What follows belongs to an exercise in optimizing a design on an open flow for small area; a production flow would make more cautious choices. At most, simulation tests tie the RTL to the original design; equivalence was not proved. No functional check of the RTL was part of runs 4 to 7 and 9. No activity file was given, so power comes from the tool's default toggle rates. The clock port is modelled as an ideal driver; clocking choices that lean on that would not hold on a real chip.

==> flow/flow/run.sh <==
#!/bin/bash
# Own layout flow: the standard ORFS flow (standard.sh) with a few options
# changed through make variables. Each tool's full log stays under orfs/logs/;
# make's own output goes to standard.log here.
set -uo pipefail
cd "$(dirname "$0")/.."
F=$(pwd)/flow
bash standard.sh \
  POST_SYNTH_TCL=$F/downsize_nor.tcl \
  BUFFER_PORTS_ARGS="-buffer_cell sky130_fd_sc_hd__buf_1" \
  CTS_ARGS="-sink_clustering_enable -repair_clock_nets -dont_use_dummy_load -sink_clustering_size 25 -sink_clustering_max_diameter 100 -buf_list sky130_fd_sc_hd__clkbuf_16" \
  finish > standard.log 2>&1
==> flow/flow/downsize_nor.tcl <==
# Synthesis gives the read tree's 4- and 3-input NORs double drive strength;
# start them at the smallest size and let the repair steps size up where needed.
set ndown 0
foreach inst [[ord::get_db_block] getInsts] {
  set m [[$inst getMaster] getName]
  if {[regexp {^(sky130_fd_sc_hd__nor[34])_2$} $m -> base]} {
    replace_cell [$inst getName] ${base}_1
    incr ndown
  }
}
puts "downsize_nor.tcl: $ndown cells downsized"
==> flow/standard.sh <==
#!/bin/bash
# synth_recipe.tcl (not shown) runs the flow's synth.tcl, then flattens the netlist and writes it again
# the make line also repeats each setting of config.mk as NAME=value (left out here)
make -C /OpenROAD-flow-scripts/flow DESIGN_CONFIG=/design/flow/config.mk WORK_HOME=/design/flow/orfs CLKGATE_MAP_FILE= SYNTH_SCRIPT=/design/flow/synth_recipe.tcl "${@:-finish}"
==> flow/config.mk <==
export PLATFORM = sky130hd
export DESIGN_NAME = imem_loader
export DESIGN_NICKNAME = imem_loader
export VERILOG_FILES = /design/flow/design.v
export SDC_FILE = /design/flow/constraint.sdc
export NUM_CORES = 4
export LEC_CHECK = 0
export CAP_MARGIN = 20
export CORE_MARGIN = 2
export CORE_UTILIZATION = 50
export SLEW_MARGIN = 20
export SYNTH_HIERARCHICAL = 1
export SYNTH_MINIMUM_KEEP_SIZE = 0
==> flow/constraint.sdc <==
create_clock -name core_clock -period 8.0 [get_ports {clk}]
set_input_delay 1.6000 -clock core_clock [delete_from_list [all_inputs] [get_ports {clk}]]
set_output_delay 1.6000 -clock core_clock [all_outputs]
set_load 0.01 [all_outputs]
==> flow/design.v <==
package imem_loader_pkg;
   localparam logic [31:0] NOP_INSTR = 32'h0000_0013;   
   localparam int unsigned HDR_BYTES = 2;
endpackage
module imem_array (
   input  logic        clk,
   input  logic [2:0]  c3,          
   input  logic [4:0]  c5,          
   input  logic [3:0]  t,           
   input  logic [1:0]  u,           
   input  logic        q15,         
   input  logic        q16,         
   input  logic [3:0]  lane_got,    
   input  logic [15:0] p_we,        
   input  logic [7:0]  wbyte,
   input  logic [5:0]  ridx,        
   input  logic        from_p,      
   input  logic        rd_en,       
   output logic [31:0] rdata   
);
   logic [7:0]   p    [16];
   logic [119:0] ring [16];
   logic         t_lo, t_hi;
   assign t_lo = (t == 4'd0);
   assign t_hi = (t == 4'd14);
   logic [2:0]  m3, p3;
   logic [4:0]  m5, p5;
   logic [14:0] posq;
   logic [3:0]  cls;
   logic [63:0] sn;      
   always_comb begin
      m3 = '0;
      m5 = '0;
      for (int v = 0; v < 16; v++) begin
         if (ridx[5:2] == 4'(v)) begin
            m3[v % 3] = 1'b1;
            m5[v % 5] = 1'b1;
         end
      end
      for (int i = 0; i < 3; i++) begin
         p3[i] = 1'b0;
         for (int k = 0; k < 3; k++) p3[i] = p3[i] | (m3[k] & c3[(i - k + 3) % 3]);
      end
      for (int i = 0; i < 5; i++) begin
         p5[i] = 1'b0;
         for (int k = 0; k < 5; k++) p5[i] = p5[i] | (m5[k] & c5[(i - k + 5) % 5]);
      end
      for (int q = 0; q < 15; q++)
         posq[q] = p3[q % 3] & p5[q % 5];
      for (int k = 0; k < 4; k++)
         cls[k] = (ridx[1:0] == 2'(k));
      for (int k = 0; k < 64; k++) begin
         if (k % 16 == 15) sn[k] = ~(cls[k / 16] & from_p);
         else              sn[k] = ~(cls[k / 16] & posq[k % 16] & ~from_p);
      end
   end
   genvar j, r;
   generate
      for (j = 0; j < 4; j++) begin : g_lane
         for (r = 0; r < 4; r++) begin : g_cls
            localparam int K = j * 4 + r;
            logic older;   
            logic wr;
            assign older = lane_got[j] ? (u < 2'(r)) : (u <= 2'(r));   
            assign wr    = (older ? t_lo : t_hi) & ~(q16 | (q15 & ~older));
            always_ff @(posedge clk) begin
               if (p_we[K]) p[K] <= wbyte;
               ring[K] <= {ring[K][111:0], wr ? p[K] : ring[K][119:112]};
            end
         end
         for (genvar b = 0; b < 8; b++) begin : g_bit
            logic [63:0] d;
            for (genvar k = 0; k < 64; k++) begin : g_d
               if (k % 16 == 15) assign d[k] = p[j*4 + k/16][b];
               else              assign d[k] = ring[j*4 + k/16][8*(k%16) + b];
            end
            if ((8*j + b) == 0 || (8*j + b) == 1 || (8*j + b) == 4) begin : g_one
               imem_rd_bit #(.EN(1'b0)) u_rd (.sn(sn), .d(d), .en(rd_en), .y(rdata[8*j + b]));
            end else begin : g_zero
               imem_rd_bit #(.EN(1'b1)) u_rd (.sn(sn), .d(d), .en(rd_en), .y(rdata[8*j + b]));
            end
         end
      end
   endgenerate
endmodule
module imem_rd_bit #(
   parameter bit EN = 1'b0
) (
   input  logic [63:0] sn,
   input  logic [63:0] d,
   input  logic        en,
   output logic        y
);
   logic [31:0] l1;   
   logic [7:0]  l2;   
   logic [1:0]  l3;   
   for (genvar k = 0; k < 32; k++) begin : g_l1
      imem_o22ai u (.a1(sn[2*k]), .a2(d[2*k]), .b1(sn[2*k+1]), .b2(d[2*k+1]), .y(l1[k]));
   end
   for (genvar k = 0; k < 8; k++) begin : g_l2
      imem_nor4 u (.a(l1[4*k]), .b(l1[4*k+1]), .c(l1[4*k+2]), .d(l1[4*k+3]), .y(l2[k]));
   end
   for (genvar k = 0; k < 2; k++) begin : g_l3
      imem_nand4 u (.a(l2[4*k]), .b(l2[4*k+1]), .c(l2[4*k+2]), .d(l2[4*k+3]), .y(l3[k]));
   end
   if (EN) begin : g_en
      imem_nor3 u (.a(l3[0]), .b(l3[1]), .c(~en), .y(y));
   end else begin : g_one
      imem_o21ai u (.a1(l3[0]), .a2(l3[1]), .b1(en), .y(y));
   end
endmodule
module imem_o22ai (input logic a1, a2, b1, b2, output logic y);
   assign y = ~((a1 | a2) & (b1 | b2));
endmodule
module imem_nor4 (input logic a, b, c, d, output logic y);
   assign y = ~(a | b | c | d);
endmodule
module imem_nand4 (input logic a, b, c, d, output logic y);
   assign y = ~(a & b & c & d);
endmodule
module imem_nor3 (input logic a, b, c, output logic y);
   assign y = ~(a | b | c);
endmodule
module imem_o21ai (input logic a1, a2, b1, output logic y);
   assign y = ~((a1 | a2) & b1);
endmodule
module imem_loader #(
   parameter int DEPTH = 64,
   parameter int AW    = $clog2(DEPTH)
) (
   input  logic          clk,
   input  logic          reset,
   input  logic [7:0]    rx_data,
   input  logic          rx_valid,
   output logic          rx_ready,
   input  logic [31:0]   PC,
   output logic [31:0]   Instr,
   output logic          cpu_reset,
   output logic          load_done,
   output logic          load_err,
   output logic [AW:0]   words_loaded
);
   logic        hi, dat, done, err;
   logic [7:0]  lo;
   logic [6:0]  widx;
   logic [1:0]  bsel;
   logic [2:0]  c3;
   logic [4:0]  c5;
   logic [3:0]  t;
   logic        xfer, wcomp, inc_q;
   logic [15:0] hdr;
   logic [15:0] p_we;
   logic [3:0]  lane_got;
   logic [5:0]  ridx;
   logic        in_range, from_p;
   logic [31:0] rdata;
   logic        unused_pc;
   assign rx_ready  = ~(done | err);
   assign cpu_reset = ~done;
   assign load_done = done;
   assign load_err  = err;
   assign words_loaded = widx;
   assign xfer  = rx_valid & rx_ready;
   assign hdr   = {rx_data, lo};
   assign wcomp = xfer & dat & (bsel == 2'd3);
   assign inc_q = wcomp & (widx[1:0] == 2'd3);
   always_comb begin
      for (int k = 0; k < 16; k++)
         p_we[k] = xfer & dat & (bsel == 2'(k / 4)) & (widx[1:0] == 2'(k % 4));
      for (int k = 0; k < 4; k++)
         lane_got[k] = (bsel > 2'(k));
   end
   always_ff @(posedge clk or posedge reset) begin
      if (reset) begin
         hi   <= 1'b0;
         dat  <= 1'b0;
         done <= 1'b0;
         err  <= 1'b0;
         lo   <= '0;
         widx <= '0;
         bsel <= '0;
         c3   <= 3'b001;
         c5   <= 5'b00001;
         t    <= '0;
      end else begin
         c3 <= {c3[1:0], c3[2]};
         c5 <= {c5[3:0], c5[4]};
         if (inc_q) t <= (t >= 4'd13) ? t - 4'd13 : t + 4'd2;
         else       t <= (t == 4'd14) ? 4'd0 : t + 4'd1;
         if (xfer) begin
            if (!hi && !dat) begin
               if (!done && !err) begin
                  lo <= rx_data;
                  hi <= 1'b1;
               end
            end else if (hi) begin
               hi <= 1'b0;
               if (hdr == 16'd0)          done <= 1'b1;
               else if (hdr > 16'(DEPTH)) err  <= 1'b1;
               else                       dat  <= 1'b1;
            end else begin
               bsel <= bsel + 2'd1;
               if (bsel == 2'd3) begin
                  widx <= widx + 7'd1;
                  if (widx + 7'd1 == lo[6:0]) begin
                     dat  <= 1'b0;
                     done <= 1'b1;
                  end
               end
            end
         end
      end
   end
   assign ridx     = PC[AW+1:2];
   assign in_range = (PC[31:AW+2] == '0) && ({1'b0, ridx} < widx);
   assign from_p   = ({1'b0, ridx} + 7'd4) >= widx;   
   imem_array u_array (
      .clk      (clk),
      .c3       (c3),
      .c5       (c5),
      .t        (t),
      .u        (widx[1:0]),
      .q15      (widx[6:2] == 5'd15),
      .q16      (widx[6]),
      .lane_got (lane_got),
      .p_we     (p_we),
      .wbyte    (rx_data),
      .ridx     (ridx),
      .from_p   (from_p),
      .rd_en    (done & in_range),
      .rdata    (rdata)
   );
   assign Instr     = rdata;   
   assign unused_pc = &{1'b0, PC[1:0]};
endmodule
==> results.toml, run 1 <==
[global_routing]
grt_pass1_wl_um = 231300
groute.usage.overall_pct = 26.65
grt_pass1_vias = 35010
grt_max_degree = 41
antenna_found_initial = 8
overflow = 0

[clocking]
cts.path.max_buffers = 3
post_cts_resized = 0
root_buffer = "clkbuf_16"
cts-htree-levels = 3
ctsHoldBuffers = 0
clock-sinks = 2081
cts_setup_buffers = 0
cts_tree = "done"
clkTransAtPathRegs_ns = 0.09
clk_latency_ns = 0.69
numCtsBuffers = 93

[worst_setup_path]
cp-start-kind = "input pin"
reg2reg_to = "u_array.ring[13][6]"
cp.arrival_ns = 6.15
end_kind = "output port"
cp_cell_sequence = "clkbuf_2, nand3_1, xnor2_1, ha_1, nand2_1, o31ai_1, buf_4, buf_4, nor2_1, nand2_1, nor2_2, nand2_2, o22ai_1, nor4_1, nand4_1, nor3_1, buf_1"
cp_top_family = "simple AND/OR/NAND/NOR gates"
r2r_cells = 8
critPathSlowestCell = "nor4_1"
worst-path-buf-inv = 4
required_ns = 6.40
cpPeakStageDelay_ns = 0.72
path_class = "input pin to output port"
rrSetupSlack_ns = 5.28
r2r-start = "widx[3]"
cp_max_fo = 19

[synth]
yosys_warnings = 10
netlist_instances = 4087
syn_area_per_cell_um2 = 13.84
syn_area_um2 = 56560

[sta]
hold_viol = 0
holdWs_ns = 0.3204
skew_ns = 0.03648
tns_ns = 0
tightest_slew_ns = 1.195
setup_viol = 0
period_share_pct = 96.93
relSlewSlack_pct = 19.70
fin_crit_ns = 7.755
rsz0062_at_grt = "no"
slew_violations = 0
fmax_mhz = 129.0

[floorplanning]
die_w_um = 340.3
pin_count = 86
initial_core_util_pct = 50.35
rows = 123
core-area_um2 = 112300
die_h_um = 340.3
die-area_um2 = 115800

[layout]
drive_above_1_share_pct = 12.38
instances_no_fill = 5942
nets = 4512
fillCellCount = 9325
area_delta_synth_final_pct = 11.81
regArea_um2 = 43110
multi_input_area_um2 = 13300

[outcome]
outcome = "no timing/DRC/antenna violations"

[routing]
ant_nets = 0
viasPerCell = 6.056
wl_per_cell_um = 26.52
route.vias.total = 35990
drc_errors = 0
drtPass1Iterations = 6
wirelength_um = 157600
drt_iter0_markers = 3474

[placed_design]
hpwl_um = 98680
dp_cells = 5847
gp_congestion = 0.8456
io_buffers = 83

[pwr]
powerDensity_nw_per_um2 = 253.4
p_leak_nw = 24.33
p_total_mw = 16.03
irDropWorstVdd_mv = 0.1719

[worst_hold_path]
holdCritPathClass = "flip-flop to flip-flop"
hold_end = "u_array.ring[15][83]"
whs_path_depth = 0
min-delay-start = "u_array.ring[15][75]"

[run]
maxCapViolations = 0
==> cells in the final DEF (no fill, tap or decap), types with 40 or more instances in the layout <==
master,instances
o22ai_1,1027
edfxtp_1,128
nor4_1,263
nand4_1,68
buf_12,40
nand2_1,40
inv_1,54
clkbuf_16,93
mux2_2,139
buf_4,170
dfxtp_1,1920
buf_1,74
==> area by class of cell <==
cell class	count	area share [%]
repair buffers	294	3.838
clock buffers	93	3.680
inverters	54	0.3205
flip-flops and latches	2081	68.16
diodes	1	0.003957
multi-input cells	1919	21.02
well taps	1500	2.968
==> stage by stage <==
stage	setup slack (ns)	area (um2)	util, %
after floorplan	1.269	56570	-
after global placement	0.3999	60870	54.18
after detailed placement	0.3205	60880	54.19
after CTS	0.3118	63210	56.27
after global routing	0.1461	63240	56.29
final	0.2454	63240	56.29
==> state kept, by name, summed over array words and instances (netlist names) <==
register	flops
bsel	2
c3	3
c5	5
dat	1
done	1
err	1
hi	1
lo	8
t	4
u_array.p	128
u_array.ring	1920
widx	7
==> per-layer routing <==
layer  vias up  global-route usage (%)  wire length (um)
li1      16430                       -                 -
met4         0                   7.517              4508
met3       225                   3.653             10230
met2      1287                   39.96             67990
met1     18050                   40.32             74860
met5         -                       0                 0
==> power breakdown <==
part	internal (mW)	switching [mW]	total (mW)	leakage [nW]
clock	2.08	3.04	5.12	1.15
sequential	10.5	0.0641	10.6	17.0
combinational	0.138	0.212	0.350	6.19
total	12.7	3.31	16.0	24.3
==> worst max path at each step <==
stage	from	cells past startpoint	slack, ns	endpoint
after detailed placement	PC[6]	16	0.32	Instr[25]
after CTS	PC[6]	16	0.31	Instr[25]
after global placement	PC[6]	12	0.40	Instr[25]
after floorplan	PC[6]	11	1.27	Instr[10]
after global routing	PC[6]	17	0.15	Instr[25]
final	PC[6]	17	0.25	Instr[25]
==> run 2: changes to the inputs <==
--- a/flow/config.mk
+++ b/flow/config.mk
@@ -9,3 +9,3 @@
 export CORE_MARGIN = 2
-export CORE_UTILIZATION = 50
+export CORE_UTILIZATION = 70
 export SLEW_MARGIN = 20
==> run 2 against run 1 <==
Die area is 28% lower. Core utilization is 21 points higher. Clock skew is 0.027 ns higher. Final cell count is 8.0% lower. Sequential power hardly changed. Synthesized area stayed put. Total power is 0.45% lower. Flip-flop and latch count stayed put.
==> results.toml, run 2 <==
[sta]
setup_viol = 0
rsz0062_at_grt = "no"
fin_ws_ns = 0.2421
slew_violations = 0
relSlewSlack_pct = 27.55
skew_ns = 0.06329
fmax_mhz = 128.9
hold_viol = 0
fin_crit_ns = 7.758
period_share_pct = 96.97
tightest_slew_ns = 1.079
tns_ns = 0

[worst_setup_path]
r2r_cells = 4
path_class = "input pin to output port"
cp.arrival_ns = 6.16
crit_top_cell = "buf_4"
critPathSlowestCell = "nand3_2"
worst-path-buf-inv = 6
path_depth = 18
cp-start-kind = "input pin"
cpPeakStageDelay_ns = 0.64
cp_max_fo = 16
end_kind = "output port"
cp_top_family = "simple AND/OR/NAND/NOR gates"
cp_cell_sequence = "buf_1, inv_1, ha_1, nand2b_1, a21o_1, a21o_1, a211oi_1, o31ai_1, buf_4, nor3_1, buf_4, nand3_2, buf_4, o22ai_1, nor4_1, nand4_1, nor3_1, buf_1"
required_ns = 6.40

[layout]
area_delta_synth_final_pct = 10.18
layout_commonest_cell = "dfxtp_1"
reg.largest.list = "u_array.ring x1920, u_array.p x128, lo x8"
final_util_pct = 77.62
drive_above_1_share_pct = 11.29
regMostFlops = "u_array.ring"
largest_register_ffs = 1920
mostFrequentLayoutCells = "1920 x dfxtp_1, 1028 x o22ai_1, 263 x nor4_1"
nets = 4473

[global_routing]
use_met2_pct = 54.87
grt_pass1_wl_um = 222300
grt_max_degree = 34
use_met3_pct = 6.848
grt_most_used_layer = "met2"
grt_pass1_vias = 35540
use_met1_pct = 51.65
antenna_found_initial = 5
groute.usage.overall_pct = 35.95
overflow = 0

[routing]
ant_nets = 0
drc_errors = 0
route.vias.total = 36610
viasPerCell = 6.701
drt_iter0_markers = 3691
wl_per_cell_um = 27.87
drtPass1Iterations = 6
wirelength_um = 152300

[clocking]
cts.path.max_buffers = 3
clk_latency_ns = 0.69
post_cts_resized = 0
root_buffer = "clkbuf_16"
numCtsBuffers = 93
clkTransAtPathRegs_ns = 0.09
clock-sinks = 2081
cts-htree-levels = 3
ctsHoldBuffers = 0
cts_setup_buffers = 0
cts_tree = "done"

[pwr]
irDropWorstVdd_mv = 0.2331
p_leak_nw = 24.14
powerDensity_nw_per_um2 = 256.0

[synth]
syn_area_per_cell_um2 = 13.84
yosys_warnings = 10
netlist_instances = 4087
syn_area_um2 = 56560

[placed_design]
gp_congestion = 0.8826
pre_cts_ws_ns = 0.3864
io_buffers = 83
hpwl_um = 91340

[worst_hold_path]
whs_path_depth = 0
holdCritPathClass = "flip-flop to flip-flop"

[floorplanning]
die_h_um = 288.3
pin_count = 86
initial_core_util_pct = 70.45
core-area_um2 = 80290
die-area_um2 = 83090
rows = 104
die_w_um = 288.3

[run]
maxCapViolations = 0

[outcome]
outcome = "no timing/DRC/antenna violations"
## run 2: worst paths after layout
check                                           from              endpoint  slack, ns
max in group asynchronous                      reset                 c3[0]       6.63
worst max-delay path                           PC[2]             Instr[12]       0.24
min in group asynchronous                      reset                  t[0]       1.02
worst max register to register                  t[1]   u_array.ring[10][5]       5.14
worst min register to register  u_array.ring[15][70]  u_array.ring[15][78]       0.29
worst min-delay path            u_array.ring[15][70]  u_array.ring[15][78]       0.29
## run 2: worst register-to-register path, cell delays in order (launching register included)
cell     delay, ns
dfrtp_1       0.49
nor4_4        0.97
mux2i_1       0.24
nor2_2        0.64
mux2_2        0.44
## run 2: final cells by class
type                    count  area, um2
repair buffers            255       2090
well taps                1060       1326
multi-input cells        1919      13260
clock buffers              93       2327
inverters                  54      202.7
diodes                      2      5.005
flip-flops and latches   2081      43110
fillers                  4950      17970
## run 2: layer usage
layer	routed length [um]	vias to the layer above
met5	46	-
met4	5028	6
met3	14100	273
met2	67250	1852
met1	65840	18150
li1	-	16330
## run 2: power breakdown
group,total (mW),switching (mW),internal [mW]
logic,0.340,0.206,0.134
clock network,5.06,2.98,2.08
registers,10.6,0.0632,10.5
## run 2: through the flow
stage | instances | hold WS (ns) | total power [mW] | cell area (um2)
5_1_grt | 5462 | 0.2924 | 16.36 | 62310
2_1_floorplan | 4090 | 0.3311 | 11.00 | 56570
3_3_place_gp | 5368 | 0.3316 | 11.12 | 59970
6_report | 5464 | 0.2927 | 15.95 | 62320
4_1_cts | 5462 | 0.2949 | 15.95 | 62310
3_5_place_dp | 5369 | 0.3350 | 11.13 | 59990
==> run 3: changes to the inputs <==
--- a/flow/flow/run.sh
+++ b/flow/flow/run.sh
@@ -10,3 +10,3 @@
   BUFFER_PORTS_ARGS="-buffer_cell sky130_fd_sc_hd__buf_1" \
-  CTS_ARGS="-sink_clustering_enable -repair_clock_nets -dont_use_dummy_load -sink_clustering_size 25 -sink_clustering_max_diameter 100 -buf_list sky130_fd_sc_hd__clkbuf_16" \
+  CTS_ARGS="-sink_clustering_enable -repair_clock_nets -dont_use_dummy_load -sink_clustering_size 30 -sink_clustering_max_diameter 100 -buf_list sky130_fd_sc_hd__clkbuf_16" \
   finish > standard.log 2>&1
--- a/flow/config.mk
+++ b/flow/config.mk
@@ -9,3 +9,3 @@
 export CORE_MARGIN = 2
-export CORE_UTILIZATION = 70
+export CORE_UTILIZATION = 50
 export SLEW_MARGIN = 20
==> run 3 against run 2 <==
Still clean. Worst setup slack worse by 0.0091 ns. Non-clock buffer count up 39. Total power down 1.5%. Sequential share of layout area down 0.66 points. Combinational power up 3%. Count of clock-buffer cells in the layout down 13. Final cell count up 8.5%. Critical path type unchanged. Critical endpoint is now Instr[25]. Largest power group unchanged.
==> results.toml, run 3 <==
[routing]
wirelength_um = 157200
route.vias.total = 35740
ant_nets = 0
drt_iter0_markers = 3444
viasPerCell = 6.028
drtPass1Iterations = 6
drc_errors = 0
wl_per_cell_um = 26.51

[worst_setup_path]
required_ns = 6.40
cp_cell_sequence = "clkbuf_2, nand3_1, xnor2_1, ha_1, nand2_1, o31ai_1, buf_4, buf_4, nor2_1, and2_1, nand3_2, o22ai_1, nor4_1, nand4_1, nor3_1, buf_1"
cp-start-kind = "input pin"
critPathSlowestCell = "nor4_1"
path_class = "input pin to output port"
worst-path-buf-inv = 4
cp_top_family = "simple AND/OR/NAND/NOR gates"
cp.arrival_ns = 6.17
end_kind = "output port"
cp_max_fo = 19
crit_top_cell = "buf_4"
cpPeakStageDelay_ns = 0.77

[sta]
relSlewSlack_pct = 22.16
tns_ns = 0
rsz0062_at_grt = "no"
hold_viol = 0
slew_violations = 0
setup_viol = 0
skew_ns = 0.07710
fin_crit_ns = 7.767
tightest_slew_ns = 1.159
fmax_mhz = 128.8
period_share_pct = 97.09

[clocking]
root_buffer = "clkbuf_16"
clock-sinks = 2081
cts-htree-levels = 3
numCtsBuffers = 80
ctsHoldBuffers = 0
clkTransAtPathRegs_ns = 0.11
clk_latency_ns = 0.70
cts.path.max_buffers = 3
cts_setup_buffers = 0
post_cts_resized = 0
cts_tree = "done"

[global_routing]
groute.usage.overall_pct = 26.59
overflow = 0
grt_max_degree = 41
grt_pass1_wl_um = 230300
antenna_found_initial = 6
grt_pass1_vias = 34930

[layout]
area_delta_synth_final_pct = 11.24
fillCellCount = 9355
instances_no_fill = 5929
layout_commonest_cell = "dfxtp_1"
nets = 4499
mostFrequentLayoutCells = "1920 x dfxtp_1, 1027 x o22ai_1, 263 x nor4_1"
regMostFlops = "u_array.ring"
largest_register_ffs = 1920
reg.largest.list = "u_array.ring x1920, u_array.p x128, lo x8"
drive_above_1_share_pct = 12.13

[pwr]
p_leak_nw = 24.17
powerDensity_nw_per_um2 = 249.7
irDropWorstVdd_mv = 0.1889

[placed_design]
io_buffers = 83
hpwl_um = 98680
dp_cells = 5847
gp_congestion = 0.8456

[worst_hold_path]
holdCritPathClass = "flip-flop to flip-flop"

[synth]
yosys_warnings = 10
syn_area_per_cell_um2 = 13.84
netlist_instances = 4087
syn_area_um2 = 56560

[floorplanning]
die_h_um = 340.3
die_w_um = 340.3
core-area_um2 = 112300
initial_core_util_pct = 50.35
rows = 123
pin_count = 86
die-area_um2 = 115800

[outcome]
outcome = "no timing/DRC/antenna violations"

[run]
maxCapViolations = 0
## run 3: layer usage
layer	global-route usage (%)	part of all wire (%)	vias to the layer above
li1	-	-	16390
met1	40.06	47	17880
met4	8.012	2.7	0
met3	3.759	7.1	198
met5	0	0	-
met2	39.74	43	1272
## run 3: power by group
part           switching, mW  internal (mW)  total [mW]
Combinational          0.212          0.138       0.350
Sequential            0.0641           10.5        10.6
Clock                   2.99           1.81        4.80
## run 3: path summary, 6_finish.rpt
| check | from | end | slack (ns) | cells after the start |
|---|---|---|---|---|
| hold / removal | u_array.ring[2][16] | u_array.ring[2][24] | 0.27 | 0 |
| max in group asynchronous | reset | c5[3] | 6.61 | 3 |
| min in group asynchronous | reset | lo[3] | 0.99 | 3 |
| hold reg to reg | u_array.ring[2][16] | u_array.ring[2][24] | 0.27 | 0 |
| setup reg to reg | widx[3] | u_array.ring[13][6] | 5.31 | 8 |
| setup / recovery | PC[6] | Instr[25] | 0.23 | 16 |
## run 3: metrics by stage
stage               area, um2  hold WS [ns]  power, mW  setup WS [ns]  util, %
floorplan               56570        0.3311      11.00          1.269        -
global placement        60870        0.3319      11.14         0.3999    54.18
detailed placement      60880        0.3351      11.14         0.3205    54.19
CTS                     62890        0.2700      15.79         0.3100    55.98
global route            62910        0.2880      16.20         0.1332    56.00
finish                  62920        0.2713      15.71         0.2330    56.00
## run 3: area by class of cell
| type | instances | area (um2) | area share [%] |
|---|---|---|---|
| Sequential cell | 2081 | 43110 | 68.52 |
| Multi-Input combinational cell | 1919 | 13300 | 21.13 |
| Timing Repair Buffer | 294 | 2427 | 3.858 |
| Tap cell | 1500 | 1877 | 2.983 |
| Antenna cell | 1 | 2.502 | 0.003977 |
| Inverter | 54 | 202.7 | 0.3222 |
| Clock buffer | 80 | 2002 | 3.182 |
==> run 4: changes to the inputs <==
--- a/flow/design.v
+++ b/flow/design.v
@@ -16,3 +16,3 @@
    input  logic [5:0]  ridx,        
-   input  logic        from_p,      
+   input  logic [15:0] lq,          
    input  logic        rd_en,       
@@ -29,2 +29,3 @@
    logic [3:0]  cls;
+   logic [3:0]  latest;   
    logic [63:0] sn;      
@@ -49,7 +50,9 @@
          posq[q] = p3[q % 3] & p5[q % 5];
-      for (int k = 0; k < 4; k++)
-         cls[k] = (ridx[1:0] == 2'(k));
+      for (int k = 0; k < 4; k++) begin
+         cls[k]    = (ridx[1:0] == 2'(k));
+         latest[k] = (ridx[5:2] == lq[4*k +: 4]);
+      end
       for (int k = 0; k < 64; k++) begin
-         if (k % 16 == 15) sn[k] = ~(cls[k / 16] & from_p);
-         else              sn[k] = ~(cls[k / 16] & posq[k % 16] & ~from_p);
+         if (k % 16 == 15) sn[k] = ~(cls[k / 16] & latest[k / 16]);
+         else              sn[k] = ~(cls[k / 16] & posq[k % 16] & ~latest[k / 16]);
       end
@@ -154,3 +157,4 @@
    logic [5:0]  ridx;
-   logic        in_range, from_p;
+   logic        in_range;
+   logic [15:0] lq;
    logic [31:0] rdata;
@@ -215,3 +219,6 @@
    assign in_range = (PC[31:AW+2] == '0) && ({1'b0, ridx} < widx);
-   assign from_p   = ({1'b0, ridx} + 7'd4) >= widx;   
+   always_comb begin
+      for (int k = 0; k < 4; k++)
+         lq[4*k +: 4] = (2'(k) < widx[1:0]) ? widx[5:2] : widx[5:2] - 4'd1;
+   end
    imem_array u_array (
@@ -228,3 +235,3 @@
       .ridx     (ridx),
-      .from_p   (from_p),
+      .lq       (lq),
       .rd_en    (done & in_range),
--- a/flow/config.mk
+++ b/flow/config.mk
@@ -9,3 +9,3 @@
 export CORE_MARGIN = 2
-export CORE_UTILIZATION = 50
+export CORE_UTILIZATION = 80
 export SLEW_MARGIN = 20
==> run 4 against run 3 <==
Count of clock-buffer cells in the layout decreased by 1. Final area decreased by 1.6%. Synthesized cell count increased by 0.93%. Worst setup slack got worse by 0.025 ns. Final cell count decreased by 10%. Critical endpoint is now Instr[28]. Wire length increased by 3.6%. Global-route usage increased by 17 points. Synthesized area increased by 0.64%. Core utilization increased by 32 points. Sequential share of layout area increased by 1.1 points. Clock skew decreased by 0.0039 ns. Still clean. Clock power decreased by 1%.
==> results.toml, run 4 <==
[clocking]
ctsHoldBuffers = 0
cts.path.max_buffers = 3
clk_latency_ns = 0.69
root_buffer = "clkbuf_16"
post_cts_resized = 0
cts-htree-levels = 3
numCtsBuffers = 79
clkTransAtPathRegs_ns = 0.10
clock-sinks = 2081
cts_tree = "done"
cts_setup_buffers = 0

[global_routing]
groute.usage.overall_pct = 43.53
use_met3_pct = 9.559
antenna_found_initial = 1
grt_max_degree = 34
use_met1_pct = 58.77
grt_pass1_vias = 38590
grt_most_used_layer = "met2"
grt_pass1_wl_um = 239700
overflow = 0
use_met2_pct = 66.44

[outcome]
outcome = "no timing/DRC/antenna violations"

[pwr]
seqPwrFrac_pct = 67.5
p_total_mw = 15.60
power.switching_mw = 3.195
p_clk_share_pct = 30.3
powerDensity_nw_per_um2 = 252.0
p_leak_nw = 23.82
p_sw_share_pct = 20.48
p_int_mw = 12.40
power_frac_comb_pct = 2.2
irDropWorstVdd_mv = 0.2475

[sta]
tns_ns = 0
period_share_pct = 97.40
slew_violations = 0
skew_ns = 0.07324
fmax_mhz = 128.3
fin_crit_ns = 7.792
relSlewSlack_pct = 20.25
fin_ws_ns = 0.2083
rsz0062_at_grt = "no"
setup_viol = 0
tightest_slew_ns = 1.192
hold_viol = 0

[floorplanning]
initial_core_util_pct = 81.01
pin_count = 86
die-area_um2 = 73300
die_w_um = 270.7
die_h_um = 270.7
rows = 97
core-area_um2 = 70270

[layout]
mostFrequentLayoutCells = "1920 x dfxtp_1, 1028 x o22ai_1, 270 x nor4_1"
nets = 4446
area_delta_synth_final_pct = 8.722
fillCellCount = 2996
reg.largest.list = "u_array.ring x1920, u_array.p x128, lo x8"
drive_above_1_share_pct = 10.07
regMostFlops = "u_array.ring"
largest_register_ffs = 1920
layout_commonest_cell = "dfxtp_1"

[routing]
wl_per_cell_um = 30.60
wirelength_um = 162800
route.vias.total = 38870
drt_iter0_markers = 5148
drtPass1Iterations = 8
ant_nets = 0
viasPerCell = 7.303
drc_errors = 0

[worst_setup_path]
cp_max_fo = 24
path_class = "input pin to output port"
end_kind = "output port"
cp-start-kind = "input pin"
cp.arrival_ns = 6.19
required_ns = 6.40

[synth]
syn_area_per_cell_um2 = 13.80
yosys_warnings = 10
netlist_instances = 4125
syn_area_um2 = 56920

[placed_design]
pre_cts_ws_ns = 0.5443
hpwl_um = 93770
io_buffers = 83
gp_congestion = 0.9343

[worst_hold_path]
holdCritPathClass = "flip-flop to flip-flop"

[run]
maxCapViolations = 0
run 4: worst paths after layout:
path                            cells after the start           startpoint                  end  slack [ns]
worst max-delay path                               13                PC[4]            Instr[28]        0.21
worst min-delay path                                0  u_array.ring[3][16]  u_array.ring[3][24]        0.34
worst max register to register                      7              widx[6]   u_array.ring[4][4]        4.93
worst min register to register                      0  u_array.ring[3][16]  u_array.ring[3][24]        0.34
max in group asynchronous                           3                reset                c5[0]        6.59
min in group asynchronous                           3                reset                c3[1]        1.00
run 4: worst max-delay path, cell delays in order:
cell      delay, ns
buf_1          0.30
buf_4          0.27
nand2b_1       0.32
nor2_1         0.09
a21oi_1        0.25
o221ai_2       0.12
buf_4          0.27
o21ai_4        0.93
o22ai_1        0.19
nor4_1         0.75
nand4_1        0.44
nor3_1         0.41
buf_1          0.22
run 4: final cells by class:
type	instances	area, um2	area share [%]
tap	940	1176	1.900
antenna	3	7.507	0.01213
timing repair buffer	211	1773	2.865
sequential	2081	43110	69.66
clock buffer	79	1977	3.194
inverter	53	198.9	0.3215
multi-input combinational	1955	13650	22.05
run 4: metal layers:
metal  wire (um)  part of all wire, %
met5           0                    0
met4        9281                  5.7
met3       19730                   12
met2       72630                   45
met1       61200                   38
run 4: power groups by stage:
| stage | Sequential [mW] | Clock, mW | Combinational (mW) |
|---|---|---|---|
| global placement | 10.8 | 0 | 0.316 |
| floorplan | 10.8 | 0 | 0.193 |
| finish | 10.5 | 4.73 | 0.339 |
| global route | 10.5 | 5.03 | 0.349 |
| CTS | 10.5 | 4.67 | 0.327 |
| detailed placement | 10.8 | 0 | 0.323 |
run 4: metrics by stage:
stage / area (um2) / utilization, % / instances / hold slack, ns
finish: 61890 / 88.07 / 5322 / 0.3358
floorplan: 56930 / - / 4128 / 0.3311
detailed placement: 59860 / 85.19 / 5238 / 0.3350
global route: 61880 / 88.06 / 5319 / 0.3330
global placement: 59860 / 85.19 / 5238 / 0.3321
CTS: 61840 / 88.00 / 5317 / 0.3301
==> run 5: changes to the inputs <==
--- a/flow/flow/run.sh
+++ b/flow/flow/run.sh
@@ -10,3 +10,3 @@
   BUFFER_PORTS_ARGS="-buffer_cell sky130_fd_sc_hd__buf_1" \
-  CTS_ARGS="-sink_clustering_enable -repair_clock_nets -dont_use_dummy_load -sink_clustering_size 30 -sink_clustering_max_diameter 100 -buf_list sky130_fd_sc_hd__clkbuf_16" \
+  CTS_ARGS="-sink_clustering_enable -repair_clock_nets -dont_use_dummy_load -sink_clustering_size 25 -sink_clustering_max_diameter 100 -buf_list sky130_fd_sc_hd__clkbuf_16" \
   finish > standard.log 2>&1
--- a/flow/config.mk
+++ b/flow/config.mk
@@ -9,3 +9,3 @@
 export CORE_MARGIN = 2
-export CORE_UTILIZATION = 80
+export CORE_UTILIZATION = 70
 export SLEW_MARGIN = 20
==> run 5 against run 4 <==
Sequential share of layout area shrank 0.67 points. Global-route usage is 7.2 points lower. Total power is 2.1% higher. Combinational power barely moved. Critical path type unchanged.
==> results.toml, run 5 <==
[outcome]
outcome = "no timing/DRC/antenna violations"

[global_routing]
grt_pass1_wl_um = 224600
grt_pass1_vias = 35770
groute.usage.overall_pct = 36.30
overflow = 0
grt_max_degree = 34
antenna_found_initial = 7

[sta]
tightest_slew_ns = 1.192
period_share_pct = 96.89
holdWs_ns = 0.3172
fmax_mhz = 129.0
tns_ns = 0
skew_ns = 0.03129
rsz0062_at_grt = "no"
fin_crit_ns = 7.751
slew_violations = 0
hold_viol = 0
relSlewSlack_pct = 20.23
setup_viol = 0

[worst_setup_path]
required_ns = 6.40
end_kind = "output port"
cp-start-kind = "input pin"
cp.arrival_ns = 6.15
cp_cell_sequence = "clkbuf_2, nand2b_1, nor2_1, a21oi_1, o221ai_2, buf_4, o21ai_4, o22ai_1, nor4_1, nand4_1, nor3_1, buf_1"
reg2reg_to = "u_array.ring[4][3]"
r2r-start = "widx[2]"
path_class = "input pin to output port"
cp_max_fo = 29
cpPeakStageDelay_ns = 0.96
rrSetupSlack_ns = 4.94
critPathSlowestCell = "o21ai_4"
r2r_cells = 8

[clocking]
clk_latency_ns = 0.68
clkTransAtPathRegs_ns = 0.09
numCtsBuffers = 93
clock-sinks = 2081
cts_setup_buffers = 0
cts_tree = "done"
cts-htree-levels = 3
post_cts_resized = 0
root_buffer = "clkbuf_16"
ctsHoldBuffers = 0
cts.path.max_buffers = 3

[worst_hold_path]
min-delay-start = "u_array.ring[3][79]"
hold_end = "u_array.ring[3][87]"
holdCritPathClass = "flip-flop to flip-flop"
whs_path_depth = 0

[layout]
largest_register_ffs = 1920
antenna_cells = 0
regMostFlops = "u_array.ring"
area_delta_synth_final_pct = 9.779
drive_above_1_share_pct = 10.93
layout_commonest_cell = "dfxtp_1"
mostFrequentLayoutCells = "1920 x dfxtp_1, 1028 x o22ai_1, 270 x nor4_1"
nets = 4488
reg.largest.list = "u_array.ring x1920, u_array.p x128, lo x8"

[routing]
wirelength_um = 154600
route.vias.total = 36760
drc_errors = 0
drtPass1Iterations = 6
ant_nets = 0
drt_iter0_markers = 3899
viasPerCell = 6.707
wl_per_cell_um = 28.20

[placed_design]
io_buffers = 83
gp_congestion = 0.8900
hpwl_um = 93210

[floorplanning]
die_w_um = 289.2
die-area_um2 = 83620
initial_core_util_pct = 70.67
pin_count = 86
die_h_um = 289.2
core-area_um2 = 80550
rows = 104

[pwr]
p_leak_nw = 24.05
irDropWorstVdd_mv = 0.2346
powerDensity_nw_per_um2 = 254.9

[synth]
yosys_warnings = 10
syn_area_um2 = 56920
netlist_instances = 4125
syn_area_per_cell_um2 = 13.80

[run]
maxCapViolations = 0
==> run 5: how the worst max path moves through the flow <==
| stage | end | startpoint | slack, ns | depth (start not counted) |
|---|---|---|---|---|
| after floorplan | Instr[10] | PC[6] | 1.12 | 12 |
| after global placement | Instr[15] | PC[6] | 0.45 | 12 |
| after detailed placement | Instr[15] | PC[6] | 0.43 | 12 |
| after CTS | Instr[15] | PC[6] | 0.40 | 12 |
| after global routing | Instr[13] | PC[6] | 0.07 | 13 |
| final | Instr[12] | PC[6] | 0.25 | 12 |
==> run 5: critical path, delay by kind of cell <==
family                 cells  cell delay, ns
AO/OA/AOI/OAI              4            1.54
AND/OR/NAND/NOR            5            2.12
buffers and inverters      3            0.84
==> run 5: power by group <==
group          internal [mW]  total (mW)  leakage, nW  switching [mW]
sequential              10.5        10.5         17.1          0.0388
combinational          0.121       0.340         5.80           0.219
clock                   2.08        5.07         1.15            2.98
total                   12.7        15.9         24.1            3.24
==> run 5: cell type report <==
type	count	area, um2
clock buffers	93	2327
fillers	4976	18060
inverters	53	198.9
multi-input cells	1955	13650
flip-flops and latches	2081	43110
well taps	1060	1326
repair buffers	239	1882
==> run 5: layer usage <==
layer  global-route usage (%)  up-vias  routed length (um)
met5                        0        -                   0
met3                    6.244      323               14960
met4                    15.01        0                6655
met1                    52.06    18030               65180
met2                    55.26     2014               67790
li1                         -    16400                   -
==> run 5: stage by stage <==
| step | utilization (%) | cells | power (mW) | setup slack (ns) | area (um2) |
|---|---|---|---|---|---|
| final | 77.58 | 5481 | 15.93 | 0.2487 | 62490 |
| after global routing | 77.58 | 5481 | 16.30 | 0.07077 | 62490 |
| after CTS | 77.58 | 5481 | 15.92 | 0.4007 | 62490 |
| after detailed placement | 74.69 | 5388 | 11.09 | 0.4344 | 60160 |
| after global placement | 74.61 | 5385 | 11.09 | 0.4462 | 60090 |
| after floorplan | - | 4128 | 10.95 | 1.123 | 56930 |
==> run 6: changes to the inputs <==
--- a/flow/design.v
+++ b/flow/design.v
@@ -68,5 +68,9 @@
             assign wr    = (older ? t_lo : t_hi) & ~(q16 | (q15 & ~older));
+            logic [7:0] ring_in;   
+            for (genvar b = 0; b < 8; b++) begin : g_wr
+               imem_a22o u_wr (.a1(wr), .a2(p[K][b]), .b1(~wr), .b2(ring[K][112 + b]), .y(ring_in[b]));
+            end
             always_ff @(posedge clk) begin
                if (p_we[K]) p[K] <= wbyte;
-               ring[K] <= {ring[K][111:0], wr ? p[K] : ring[K][119:112]};
+               ring[K] <= {ring[K][111:0], ring_in};
             end
@@ -113,2 +117,5 @@
    end
+endmodule
+module imem_a22o (input logic a1, a2, b1, b2, output logic y);
+   assign y = (a1 & a2) | (b1 & b2);
 endmodule
==> run 6 against run 5 <==
First-iteration DRC count increased by 1.2%. Combinational power increased by 8.2%. Die area decreased by 0.64%. Critical path depth increased by 1. Global-route usage decreased by 0.34 points. Sequential share of layout area increased by 0.44 points. Synthesized cell count increased by 0.17%. Worst setup slack improved by 0.0076 ns. Largest cell class unchanged.
==> results.toml, run 6 <==
[routing]
wirelength_um = 152400
wl_per_cell_um = 27.88
drt_iter0_markers = 3947
drtPass1Iterations = 7
drc_errors = 0
viasPerCell = 6.748
route.vias.total = 36900
ant_nets = 0

[sta]
fmax_mhz = 129.1
tightest_slew_ns = 1.118
skew_ns = 0.07333
holdWs_ns = 0.2891
relSlewSlack_pct = 25.21
rsz0062_at_grt = "no"
hold_viol = 0
period_share_pct = 96.80
tns_ns = 0
slew_violations = 0
setup_viol = 0
fin_crit_ns = 7.744

[worst_setup_path]
cp_cell_sequence = "clkbuf_2, mux2i_1, nor2_1, o31ai_1, o311ai_4, buf_4, o21ai_4, buf_4, o22ai_1, nor4_1, nand4_1, nor3_1, buf_1"
r2r_cells = 7
cp-start-kind = "input pin"
worst-path-buf-inv = 4
cp_max_fo = 16
cp_top_family = "compound AO/OA/AOI/OAI gates"
rrSetupSlack_ns = 5.21
cp.arrival_ns = 6.14
reg2reg_to = "u_array.ring[10][5]"
crit_top_cell = "buf_4"
path_depth = 13
cpPeakStageDelay_ns = 0.74
crit_start = "PC[7]"
worstSetupEndpoint = "Instr[15]"
r2r-start = "widx[6]"
critPathSlowestCell = "nor3_1"
required_ns = 6.40
path_class = "input pin to output port"
end_kind = "output port"

[global_routing]
overflow = 0
use_met2_pct = 54.22
use_met1_pct = 51.06
antenna_found_initial = 6
use_met3_pct = 7.133
grt_pass1_wl_um = 222900
grt_pass1_vias = 35860
grt_most_used_layer = "met2"
groute.usage.overall_pct = 35.97
grt_max_degree = 44

[floorplanning]
pin_count = 86
rows = 104
die_h_um = 288.2
core-area_um2 = 80290
die-area_um2 = 83090
initial_core_util_pct = 70.44
die_w_um = 288.2

[synth]
syn_area_per_cell_um2 = 13.69
netlist_instances = 4132
syn_area_um2 = 56560
yosys_warnings = 12

[pwr]
irDropWorstVdd_mv = 0.2007
powerDensity_nw_per_um2 = 255.6
p_leak_nw = 23.93

[placed_design]
io_buffers = 83
gp_congestion = 0.8478
hpwl_um = 88010

[clocking]
cts_setup_buffers = 0
ctsHoldBuffers = 0
cts_tree = "done"
post_cts_resized = 0
root_buffer = "clkbuf_16"
clock-sinks = 2081
cts.path.max_buffers = 3
clkTransAtPathRegs_ns = 0.09
numCtsBuffers = 93
cts-htree-levels = 3
clk_latency_ns = 0.69

[layout]
reg.largest.list = "u_array.ring x1920, u_array.p x128, lo x8"
mostFrequentLayoutCells = "1920 x dfxtp_1, 1029 x o22ai_1, 270 x nor4_1"
nets = 4474
area_delta_synth_final_pct = 9.789
layout_commonest_cell = "dfxtp_1"
drive_above_1_share_pct = 7.261
regMostFlops = "u_array.ring"
fillCellCount = 4999
largest_register_ffs = 1920

[worst_hold_path]
holdCritPathClass = "flip-flop to flip-flop"
min-delay-start = "u_array.ring[14][53]"

[run]
maxCapViolations = 0

[outcome]
outcome = "no timing/DRC/antenna violations"
-- run 6: cell types whose count changed in the layout (fill, tap and decap cells not counted), sizes merged, moves of 17 or more --
cell	delta
nor2	-24
or2	+17
buf	-21
a22o	+129
inv	+17
nand2	+17
o21ai	-17
mux2	-127
-- run 6: routing by layer --
metal	part of all wire [%]	vias to the layer above
met1	42	18040
met4	4.3	0
met5	0	-
li1	-	16500
met2	44	2001
met3	9.9	354
-- run 6: final cells by class --
| cell class | count | area (um2) | share of cell area (%) |
|---|---|---|---|
| clock buffer | 93 | 2327 | 3.748 |
| multi-input combinational | 1945 | 13090 | 21.09 |
| sequential | 2081 | 43110 | 69.43 |
| inverter | 69 | 259.0 | 0.4171 |
| tap | 1060 | 1326 | 2.136 |
| timing repair buffer | 219 | 1976 | 3.182 |
| antenna | 1 | 2.502 | 0.004030 |
-- run 6: report_power, final --
part | total (mW) | internal [mW] | switching [mW]
sequential | 10.5 | 10.5 | 0
combinational | 0.368 | 0.111 | 0.257
clock | 5.05 | 2.08 | 2.97
total | 15.9 | 12.6 | 3.23
-- run 6: worst min path at each step --
stage	depth (start not counted)	to	slack [ns]
6_report	0	u_array.ring[14][61]	0.29
3_5_place_dp	0	u_array.ring[9][79]	0.33
4_1_cts	0	u_array.ring[14][61]	0.29
2_1_floorplan	0	u_array.ring[0][104]	0.33
3_3_place_gp	0	u_array.ring[11][41]	0.33
5_1_grt	0	u_array.ring[14][61]	0.29
-- run 6: stage by stage --
step / total power, mW / utilization, % / std cells / setup WS (ns) / area (um2)
floorplan: 10.88 / - / 4135 / 1.148 / 56570
global placement: 11.05 / 74.41 / 5372 / 0.5189 / 59740
detailed placement: 11.05 / 74.41 / 5372 / 0.5014 / 59740
CTS: 15.88 / 77.31 / 5465 / 0.4879 / 62070
global route: 16.25 / 77.34 / 5467 / 0.2125 / 62090
finish: 15.87 / 77.34 / 5468 / 0.2563 / 62090
==> run 7: changes to the inputs <==
--- a/flow/flow/run.sh
+++ b/flow/flow/run.sh
@@ -10,3 +10,3 @@
   BUFFER_PORTS_ARGS="-buffer_cell sky130_fd_sc_hd__buf_1" \
-  CTS_ARGS="-sink_clustering_enable -repair_clock_nets -dont_use_dummy_load -sink_clustering_size 25 -sink_clustering_max_diameter 100 -buf_list sky130_fd_sc_hd__clkbuf_16" \
+  CTS_ARGS="-sink_clustering_enable -repair_clock_nets -dont_use_dummy_load -sink_clustering_size 30 -sink_clustering_max_diameter 100 -buf_list sky130_fd_sc_hd__clkbuf_16" \
   finish > standard.log 2>&1
--- a/flow/config.mk
+++ b/flow/config.mk
@@ -9,3 +9,3 @@
 export CORE_MARGIN = 2
-export CORE_UTILIZATION = 70
+export CORE_UTILIZATION = 80
 export SLEW_MARGIN = 20
==> run 7 against run 6 <==
Largest cell class unchanged. Still clean. Final area shrank 1.1%. Maximum frequency rose by 1.5%. Hold slack better by 0.021 ns. Clock power down 6.5%. Final cell count decreased by 2.7%. Worst setup slack improved by 0.11 ns. Die area is 12% lower. Clock skew fell by 0.024 ns. Critical endpoint is now Instr[20]. Count of clock-buffer cells in the layout shrank 14.
==> results.toml, run 7 <==
[layout]
drive_above_1_share_pct = 6.560
layout_commonest_cell = "dfxtp_1"
nets = 4442
design_area_um2 = 61430
reg.largest.list = "u_array.ring x1920, u_array.p x128, lo x8"
fillCellCount = 3165
mostFrequentLayoutCells = "1920 x dfxtp_1, 1029 x o22ai_1, 270 x nor4_1"
area_delta_synth_final_pct = 8.617
largest_register_ffs = 1920
regMostFlops = "u_array.ring"

[routing]
route.vias.total = 39220
drt_iter0_markers = 4820
wirelength_um = 162900
wl_per_cell_um = 30.62
drc_errors = 0
viasPerCell = 7.370
ant_nets = 0
drtPass1Iterations = 8

[floorplanning]
pin_count = 86
die_h_um = 269.9
die_w_um = 269.9
core-area_um2 = 70030
die-area_um2 = 72840
rows = 97
initial_core_util_pct = 80.76

[clocking]
cts.path.max_buffers = 3
cts_setup_buffers = 0
clkTransAtPathRegs_ns = 0.10
cts-htree-levels = 3
cts_tree = "done"
clock-sinks = 2081
ctsHoldBuffers = 0
numCtsBuffers = 79
root_buffer = "clkbuf_16"
post_cts_resized = 0
clk_latency_ns = 0.66

[worst_setup_path]
worst-path-buf-inv = 3
cp-start-kind = "input pin"
critPathSlowestCell = "o21ai_4"
cpPeakStageDelay_ns = 0.63
path_class = "input pin to output port"
cp_max_fo = 33
end_kind = "output port"
cp_top_family = "simple AND/OR/NAND/NOR gates"
required_ns = 6.40
cp_cell_sequence = "clkbuf_2, nand2b_1, nor2_1, o31ai_1, o311ai_4, buf_6, o21ai_4, o22ai_1, nor4_1, nand4_1, nor3_1, buf_1"
cp.arrival_ns = 6.03

[sta]
relSlewSlack_pct = 20.85
fin_crit_ns = 7.631
holdWs_ns = 0.3102
tightest_slew_ns = 1.187
fmax_mhz = 131.0
period_share_pct = 95.39
tns_ns = 0
setup_viol = 0
skew_ns = 0.04924
slew_violations = 0
hold_viol = 0
rsz0062_at_grt = "no"

[outcome]
outcome = "no timing/DRC/antenna violations"

[placed_design]
hpwl_um = 90840
placed_area_um2 = 59440
io_buffers = 83
gp_congestion = 0.8779

[global_routing]
overflow = 0
grt_pass1_vias = 39160
grt_max_degree = 34
antenna_found_initial = 2
grt_pass1_wl_um = 239400
groute.usage.overall_pct = 43.62

[synth]
syn_area_um2 = 56560
netlist_instances = 4132
syn_area_per_cell_um2 = 13.69
yosys_warnings = 12

[pwr]
powerDensity_nw_per_um2 = 253.1
power_frac_comb_pct = 2.4
irDropWorstVdd_mv = 0.2607
power.switching_mw = 3.192
seqPwrFrac_pct = 67.2
p_int_mw = 12.36
p_sw_share_pct = 20.53
p_clk_share_pct = 30.3
p_leak_nw = 23.67

[run]
maxCapViolations = 0

[worst_hold_path]
holdCritPathClass = "flip-flop to flip-flop"
run 7: layer usage:
metal  part of all wire, %  global-route usage (%)
met2                    44                   66.81
met1                    37                   57.34
met4                   6.4                   25.63
met5                0.0092                       0
met3                    12                   10.36
run 7: power by group through the flow:
stage	sequential [mW]	clock [mW]	combinational, mW
after floorplan	10.7	0	0.182
after global placement	10.7	0	0.344
after detailed placement	10.7	0	0.353
after CTS	10.5	4.67	0.359
after global routing	10.5	5.00	0.380
final	10.5	4.72	0.377
run 7: per-stage QoR:
stage                     util [%]  cells  worst slack, ns  power, mW
after floorplan                  -   4135            1.148      10.88
after global placement       84.85   5234           0.7602      11.04
after detailed placement     84.88   5236           0.6676      11.05
after CTS                    87.70   5315           0.6283      15.49
after global routing         87.71   5317           0.2857      15.84
final                        87.72   5321           0.3687      15.55
run 7: worst register-to-register path, delay by kind of cell, from the launching register on:
| kind | cells | cell delay [ns] |
|---|---|---|
| mux | 1 | 0.17 |
| flops | 1 | 0.76 |
| simple gates | 3 | 0.93 |
| buf+inv | 2 | 0.59 |
| compound gates | 1 | 0.33 |
run 7: final timing paths:
check | start | end | slack, ns | depth (start not counted)
hold reg to reg | u_array.ring[15][62] | u_array.ring[15][70] | 0.31 | 0
setup / recovery | PC[5] | Instr[20] | 0.37 | 12
hold / removal | u_array.ring[15][62] | u_array.ring[15][70] | 0.31 | 0
min in group asynchronous | reset | widx[3] | 1.00 | 3
setup reg to reg | widx[6] | u_array.ring[1][3] | 5.12 | 7
max in group asynchronous | reset | c5[0] | 6.63 | 3
run 7: layout make-up:
type	instances	area, um2	area share (%)
Antenna cell	6	15.01	0.02444
Clock buffer	79	1977	3.218
Inverter	69	259.0	0.4216
Multi-Input combinational cell	1945	13070	21.27
Sequential cell	2081	43110	70.18
Tap cell	940	1176	1.915
Timing Repair Buffer	201	1828	2.976
==> run 8: changes to the inputs <==
--- a/flow/design.v
+++ b/flow/design.v
@@ -30,3 +30,2 @@
    logic [3:0]  latest;   
-   logic [63:0] sn;      
    always_comb begin
@@ -54,6 +53,2 @@
       end
-      for (int k = 0; k < 64; k++) begin
-         if (k % 16 == 15) sn[k] = ~(cls[k / 16] & latest[k / 16]);
-         else              sn[k] = ~(cls[k / 16] & posq[k % 16] & ~latest[k / 16]);
-      end
    end
@@ -62,2 +57,4 @@
       for (j = 0; j < 4; j++) begin : g_lane
+         logic [63:0] sn;
+         imem_rd_sel u_sel (.cls(cls), .posq(posq), .latest(latest), .sn(sn));
          for (r = 0; r < 4; r++) begin : g_cls
@@ -117,2 +114,22 @@
    end
+endmodule
+module imem_rd_sel (
+   input  logic [3:0]  cls,
+   input  logic [14:0] posq,
+   input  logic [3:0]  latest,
+   output logic [63:0] sn
+);
+   for (genvar k = 0; k < 64; k++) begin : g_sn
+      if (k % 16 == 15) begin : g_p
+         imem_nand2 u (.a(cls[k / 16]), .b(latest[k / 16]), .y(sn[k]));
+      end else begin : g_ring
+         imem_nand3 u (.a(cls[k / 16]), .b(posq[k % 16]), .c(~latest[k / 16]), .y(sn[k]));
+      end
+   end
+endmodule
+module imem_nand2 (input logic a, b, output logic y);
+   assign y = ~(a & b);
+endmodule
+module imem_nand3 (input logic a, b, c, output logic y);
+   assign y = ~(a & b & c);
 endmodule
==> run 8 against run 7 <==
Clock skew is 0.025 ns higher. Hold slack hardly changed. Sequential share of layout area is 0.29 points higher. Wire length is 3.3% lower. Final cell count is 2.9% higher. Register-to-register slack worse by 0.09 ns. Global-route usage is 1.8 points lower. Sequential power is 18% higher. Core utilization is 1.8 points lower. First-iteration DRC count is 21% higher. Total power is 21% higher. Critical path type unchanged. Largest cell class unchanged. Largest power group unchanged.
==> results.toml, run 8 <==
[synth]
syn_area_per_cell_um2 = 13.26
yosys_warnings = 12
netlist_instances = 4320
syn_area_um2 = 57270

[worst_setup_path]
cp_top_family = "simple AND/OR/NAND/NOR gates"
worst-path-buf-inv = 4
path_class = "input pin to output port"
required_ns = 6.40
critPathSlowestCell = "nor4_2"
crit_top_cell = "buf_1"
cpPeakStageDelay_ns = 0.80
cp.arrival_ns = 6.23
cp_cell_sequence = "buf_1, buf_4, xor2_1, nor4_2, inv_1, nand3_1, o22ai_1, nor4_1, nand4_1, nor3_1, buf_1"
end_kind = "output port"
cp_max_fo = 15
cp-start-kind = "input pin"

[layout]
mostFrequentLayoutCells = "1920 x dfxtp_1, 1028 x o22ai_1, 265 x nor4_1"
final_util_pct = 85.88
regMostFlops = "u_array.ring"
largest_register_ffs = 1920
area_delta_synth_final_pct = 6.827
fillCellCount = 3536
regArea_um2 = 43110
drive_above_1_share_pct = 4.690
layout_commonest_cell = "dfxtp_1"
reg.largest.list = "u_array.ring x1920, u_array.p x128, lo x8"
multi_input_area_um2 = 13750
nets = 4587

[sta]
tightest_slew_ns = 1.188
fin_crit_ns = 7.832
period_share_pct = 97.90
slew_violations = 0
relSlewSlack_pct = 20.83
fmax_mhz = 127.7
tns_ns = 0
skew_ns = 0.07408
holdWs_ns = 0.3105
rsz0062_at_grt = "no"
hold_viol = 0
setup_viol = 0

[pwr]
p_int_mw = 14.00
irDropWorstVdd_mv = 0.2621
powerDensity_nw_per_um2 = 307.5
power_frac_comb_pct = 9.3
p_leak_nw = 23.24
power.switching_mw = 4.812
p_total_mw = 18.81
p_clk_share_pct = 25.0
seqPwrFrac_pct = 65.7
p_sw_share_pct = 25.58

[global_routing]
overflow = 0
antenna_found_initial = 13
groute.usage.overall_pct = 41.79
grt_pass1_vias = 38840
grt_max_degree = 49
grt_pass1_wl_um = 235200

[floorplanning]
die_w_um = 271.6
core-area_um2 = 71240
die_h_um = 271.6
initial_core_util_pct = 80.39
pin_count = 86
rows = 98
die-area_um2 = 73740

[clocking]
root_buffer = "clkbuf_16"
cts-htree-levels = 3
cts_setup_buffers = 0
cts.path.max_buffers = 3
clk_latency_ns = 0.68
numCtsBuffers = 79
post_cts_resized = 0
cts_tree = "done"
clock-sinks = 2081
ctsHoldBuffers = 0
clkTransAtPathRegs_ns = 0.10

[routing]
viasPerCell = 7.307
ant_nets = 0
wirelength_um = 157600
route.vias.total = 40000
drt_iter0_markers = 5815
wl_per_cell_um = 28.79
drc_errors = 0
drtPass1Iterations = 8

[outcome]
outcome = "no timing/DRC/antenna violations"

[run]
maxCapViolations = 0

[placed_design]
gp_congestion = 0.9208
io_buffers = 83
hpwl_um = 98990

[worst_hold_path]
holdCritPathClass = "flip-flop to flip-flop"
run 8: power by group through the flow:
stage / clock network, mW / registers, mW / logic [mW]
floorplan: 0 / 12.3 / 1.07
global placement: 0 / 12.5 / 1.60
detailed placement: 0 / 12.5 / 1.64
CTS: 4.68 / 12.3 / 1.67
global route: 5.02 / 12.5 / 1.81
finish: 4.71 / 12.4 / 1.74
run 8: worst reg2reg max path: cells and delay by family (launching register included):
family,cells,cell delay [ns]
muxes,1,0.16
DFF,1,0.63
buffers and inverters,2,0.52
AOI/OAI and AO/OA,1,0.30
and+or+nand+nor,3,0.93
adders and majority gates,1,0.31
run 8: cell type report:
cell class / count / share of cell area, %
timing repair buffer: 147 / 1.335
multi-input combinational: 2126 / 22.48
tap: 950 / 1.943
antenna: 4 / 0.01636
clock buffer: 79 / 3.231
inverter: 87 / 0.5338
sequential: 2081 / 70.46
run 8: per-layer routing:
layer	track usage, %	part of all wire, %	routed length [um]
met1	58.01	39	60850
met2	63.72	44	70040
met3	9.314	12	18440
met4	18.91	5.2	8213
met5	0	0.023	36
run 8: final timing paths:
kind | startpoint | to | slack (ns) | cells after the start
worst max-delay path | PC[4] | Instr[20] | 0.17 | 11
worst min-delay path | u_array.ring[9][111] | u_array.ring[9][119] | 0.31 | 0
worst max register to register | widx[2] | u_array.ring[5][2] | 5.03 | 8
worst min register to register | u_array.ring[9][111] | u_array.ring[9][119] | 0.31 | 0
max in group asynchronous | reset | c3[0] | 6.65 | 3
min in group asynchronous | reset | lo[2] | 1.00 | 3
run 8: stage by stage:
step	cell area (um2)	setup slack [ns]	cells
2_1_floorplan	57280	1.504	4323
3_3_place_gp	59190	0.6418	5391
3_5_place_dp	59190	0.5516	5391
4_1_cts	61170	0.5262	5470
5_1_grt	61180	0.1350	5472
6_report	61180	0.1678	5474
==> run 9: changes to the inputs <==
--- a/flow/design.v
+++ b/flow/design.v
@@ -16,3 +16,3 @@
    input  logic [5:0]  ridx,        
-   input  logic [15:0] lq,          
+   input  logic [3:0]  latest,      
    input  logic        rd_en,       
@@ -29,3 +29,2 @@
    logic [3:0]  cls;
-   logic [3:0]  latest;   
    always_comb begin
@@ -51,3 +50,2 @@
          cls[k]    = (ridx[1:0] == 2'(k));
-         latest[k] = (ridx[5:2] == lq[4*k +: 4]);
       end
@@ -58,3 +56,7 @@
          logic [63:0] sn;
-         imem_rd_sel u_sel (.cls(cls), .posq(posq), .latest(latest), .sn(sn));
+         if (j % 2 == 0) begin : g_sel
+            imem_rd_sel u_sel (.cls(cls), .posq(posq), .latest(latest), .sn(sn));
+         end else begin : g_share
+            assign sn = g_lane[j - 1].sn;
+         end
          for (r = 0; r < 4; r++) begin : g_cls
@@ -182,3 +184,4 @@
    logic        in_range;
-   logic [15:0] lq;
+   logic        lat_hi, lat_lo;
+   logic [3:0]  latest;
    logic [31:0] rdata;
@@ -206,3 +209,2 @@
          err  <= 1'b0;
-         lo   <= '0;
          widx <= '0;
@@ -219,6 +221,3 @@
             if (!hi && !dat) begin
-               if (!done && !err) begin
-                  lo <= rx_data;
-                  hi <= 1'b1;
-               end
+               if (!done && !err) hi <= 1'b1;
             end else if (hi) begin
@@ -241,7 +240,12 @@
    end
+   always_ff @(posedge clk) begin
+      if (xfer && !hi && !dat && !done && !err) lo <= rx_data;
+   end
    assign ridx     = PC[AW+1:2];
    assign in_range = (PC[31:AW+2] == '0) && ({1'b0, ridx} < widx);
+   assign lat_hi = (ridx[5:2] == widx[5:2]);
+   assign lat_lo = (ridx[5:2] == widx[5:2] - 4'd1);
    always_comb begin
       for (int k = 0; k < 4; k++)
-         lq[4*k +: 4] = (2'(k) < widx[1:0]) ? widx[5:2] : widx[5:2] - 4'd1;
+         latest[k] = (2'(k) < widx[1:0]) ? lat_hi : lat_lo;
    end
@@ -259,3 +263,3 @@
       .ridx     (ridx),
-      .lq       (lq),
+      .latest   (latest),
       .rd_en    (done & in_range),
==> run 9 against run 8 <==
The layout now fails its checks (setup timing). Final area is 0.42% higher. Die area shrank 1.9%. Clock skew is 0.034 ns lower. First-iteration DRC count is 6.7% lower. Register-to-register slack got worse by 0.25 ns. Total power fell by 18%. Wire length increased by 2.3%. Global-route usage is 1.7 points higher. Via count is 0.19% lower. Critical endpoint is now Instr[17]. Largest cell class unchanged.
==> results.toml, run 9 <==
[outcome]
outcome = "finished with violations"
failed_checks = "setup timing"

[worst_setup_path]
r2r_cells = 9
cp-start-kind = "input pin"
cp_max_fo = 15
required_ns = 6.40
r2r-start = "widx[2]"
reg2reg_to = "u_array.ring[1][5]"
end_kind = "output port"
path_class = "input pin to output port"
cpPeakStageDelay_ns = 0.65
critPathSlowestCell = "nor4_1"
cp.arrival_ns = 6.46
cp_cell_sequence = "buf_1, xnor2_1, xnor2_1, or4_4, o21ai_1, inv_1, nand3_1, buf_4, o22ai_1, nor4_1, nand4_1, nor3_1, buf_1"
rrSetupSlack_ns = 4.78

[routing]
drc_errors = 0
wl_per_cell_um = 29.58
route.vias.total = 39920
ant_nets = 0
wirelength_um = 161100
drt_iter0_markers = 5428
viasPerCell = 7.328
drtPass1Iterations = 7

[layout]
final_util_pct = 88.04
reg.largest.list = "u_array.ring x1920, u_array.p x128, lo x8"
regMostFlops = "u_array.ring"
largest_register_ffs = 1920
nets = 4572
fillCellCount = 3015
area_delta_synth_final_pct = 9.390
drive_above_1_share_pct = 8.191
layout_commonest_cell = "dfxtp_1"
mostFrequentLayoutCells = "1920 x dfxtp_1, 1027 x o22ai_1, 262 x nor4_1"

[clocking]
cts_setup_buffers = 0
root_buffer = "clkbuf_16"
ctsHoldBuffers = 0
clk_latency_ns = 0.67
clkTransAtPathRegs_ns = 0.11
clock-sinks = 2081
cts_tree = "done"
cts-htree-levels = 3
cts.path.max_buffers = 3
numCtsBuffers = 79

[sta]
skew_ns = 0.04045
slew_violations = 0
fmax_mhz = 124.0
rsz0062_at_grt = "no"
period_share_pct = 100.8
setup_viol = 1
tightest_slew_ns = 1.396
relSlewSlack_pct = 6.571
hold_viol = 0
fin_crit_ns = 8.064
fin_ws_ns = -0.06396

[worst_hold_path]
hold_end = "u_array.ring[1][96]"
holdCritPathClass = "flip-flop to flip-flop"
whs_path_depth = 0
min-delay-start = "u_array.ring[1][88]"

[floorplanning]
die_w_um = 269.0
pin_count = 86
rows = 97
die_h_um = 269.0
die-area_um2 = 72340
core-area_um2 = 69790
initial_core_util_pct = 80.48

[pwr]
power.switching_mw = 3.134
p_clk_share_pct = 30.5
p_leak_nw = 23.71
p_int_mw = 12.33
p_sw_share_pct = 20.26
power_frac_comb_pct = 1.8
seqPwrFrac_pct = 67.6
p_total_mw = 15.47
powerDensity_nw_per_um2 = 251.8
irDropWorstVdd_mv = 0.2484

[placed_design]
gp_congestion = 0.9316
io_buffers = 83
hpwl_um = 99590

[global_routing]
antenna_found_initial = 10
grt_max_degree = 33
overflow = 0
grt_pass1_vias = 38500
groute.usage.overall_pct = 43.49
grt_pass1_wl_um = 234300

[synth]
syn_area_um2 = 56160
syn_area_per_cell_um2 = 13.61
yosys_warnings = 12
netlist_instances = 4128

[run]
maxCapViolations = 0
run 9: final cells by class:
class	count	area, um2	area share [%]
Antenna cell	3	7.507	0.01222
Clock buffer	79	1977	3.218
Inverter	74	277.8	0.4521
Multi-Input combinational cell	1954	12720	20.70
Sequential cell	2081	43150	70.23
Tap cell	940	1176	1.914
Timing Repair Buffer	317	2132	3.470
run 9: how the worst max path moves through the flow:
stage               slack [ns]    from        end  cells after the start
floorplan                 2.20  PC[14]  Instr[10]                      6
global placement          0.45   PC[7]  Instr[11]                     16
detailed placement        0.40   PC[7]  Instr[23]                     16
CTS                       0.27   PC[7]  Instr[17]                     13
global route             0.007   PC[7]  Instr[26]                     14
finish                   -0.06   PC[7]  Instr[17]                     13
run 9: per-stage QoR:
stage          worst slack [ns]  cells   TNS, ns  instance area [um2]  hold WS (ns)
3_3_place_gp             0.4471   5366         0                59410        0.3316
5_1_grt                0.006540   5445         0                61430        0.3194
2_1_floorplan             2.204   4131         0                56170        0.3311
4_1_cts                  0.2679   5445         0                61390        0.3080
6_report               -0.06396   5448  -0.06396                61440        0.3200
3_5_place_dp             0.3955   5366         0                59420        0.3354
run 9: power groups by stage:
| stage | registers (mW) | clock network [mW] | logic [mW] |
|---|---|---|---|
| 3_3_place_gp | 10.7 | 0 | 0.253 |
| 5_1_grt | 10.5 | 5.00 | 0.284 |
| 4_1_cts | 10.5 | 4.68 | 0.263 |
| 2_1_floorplan | 10.7 | 0 | 0.115 |
| 6_report | 10.5 | 4.72 | 0.282 |
| 3_5_place_dp | 10.7 | 0 | 0.259 |
run 9: per-layer routing:
metal  GRT usage (%)  wire length [um]
met5               0                94
met1           58.86             61520
met4           20.51              8241
met2           66.95             71810
met3           10.47             19460
run 9: worst max-delay path, delay by kind of cell:
family | cells | cell delay (ns)
compound gates | 2 | 0.65
buf+inv | 4 | 1.42
xor+xnor | 2 | 0.32
simple gates | 5 | 2.45
run 9: timing repair:
action	CTS	global route
resized for setup	0	2
hold endpoints to repair	0	0
setup endpoints to repair	0	6

## static timing again, ports no longer ideal
How much do the figures lean on ideal ports? The routed layouts below were timed once more, with nothing changed but the port constraints. Step 1, drivers: a clkbuf_16 drives clk and a buf_2 each remaining input, both assumed. Step 2 times the ports against the registers' clock, not the clock port: input delays grow and output delays shrink by t, the midpoint of the rising clock arrivals with the driver on. Slacks: no drivers / after step 1 / after step 2; pairs: no drivers / after step 1.
| run | t, ns | slack for setup (ns) |
|---|---|---|
| run 1 | 0.754 | 0.245 / 0.220 / 0.220 |
| run 2 | 0.732 | 0.242 / 0.208 / 0.208 |
| run 3 | 0.740 | 0.233 / 0.207 / 0.207 |
| run 4 | 0.724 | 0.208 / 0.182 / 0.182 |
| run 5 | 0.728 | 0.249 / 0.225 / 0.225 |
| run 6 | 0.724 | 0.256 / 0.234 / 0.234 |
| run 7 | 0.724 | 0.369 / 0.345 / 0.345 |
| run 8 | 0.717 | 0.168 / 0.141 / 0.141 |
| run 9 | 0.726 | -0.064 / -0.234 / -0.234 |
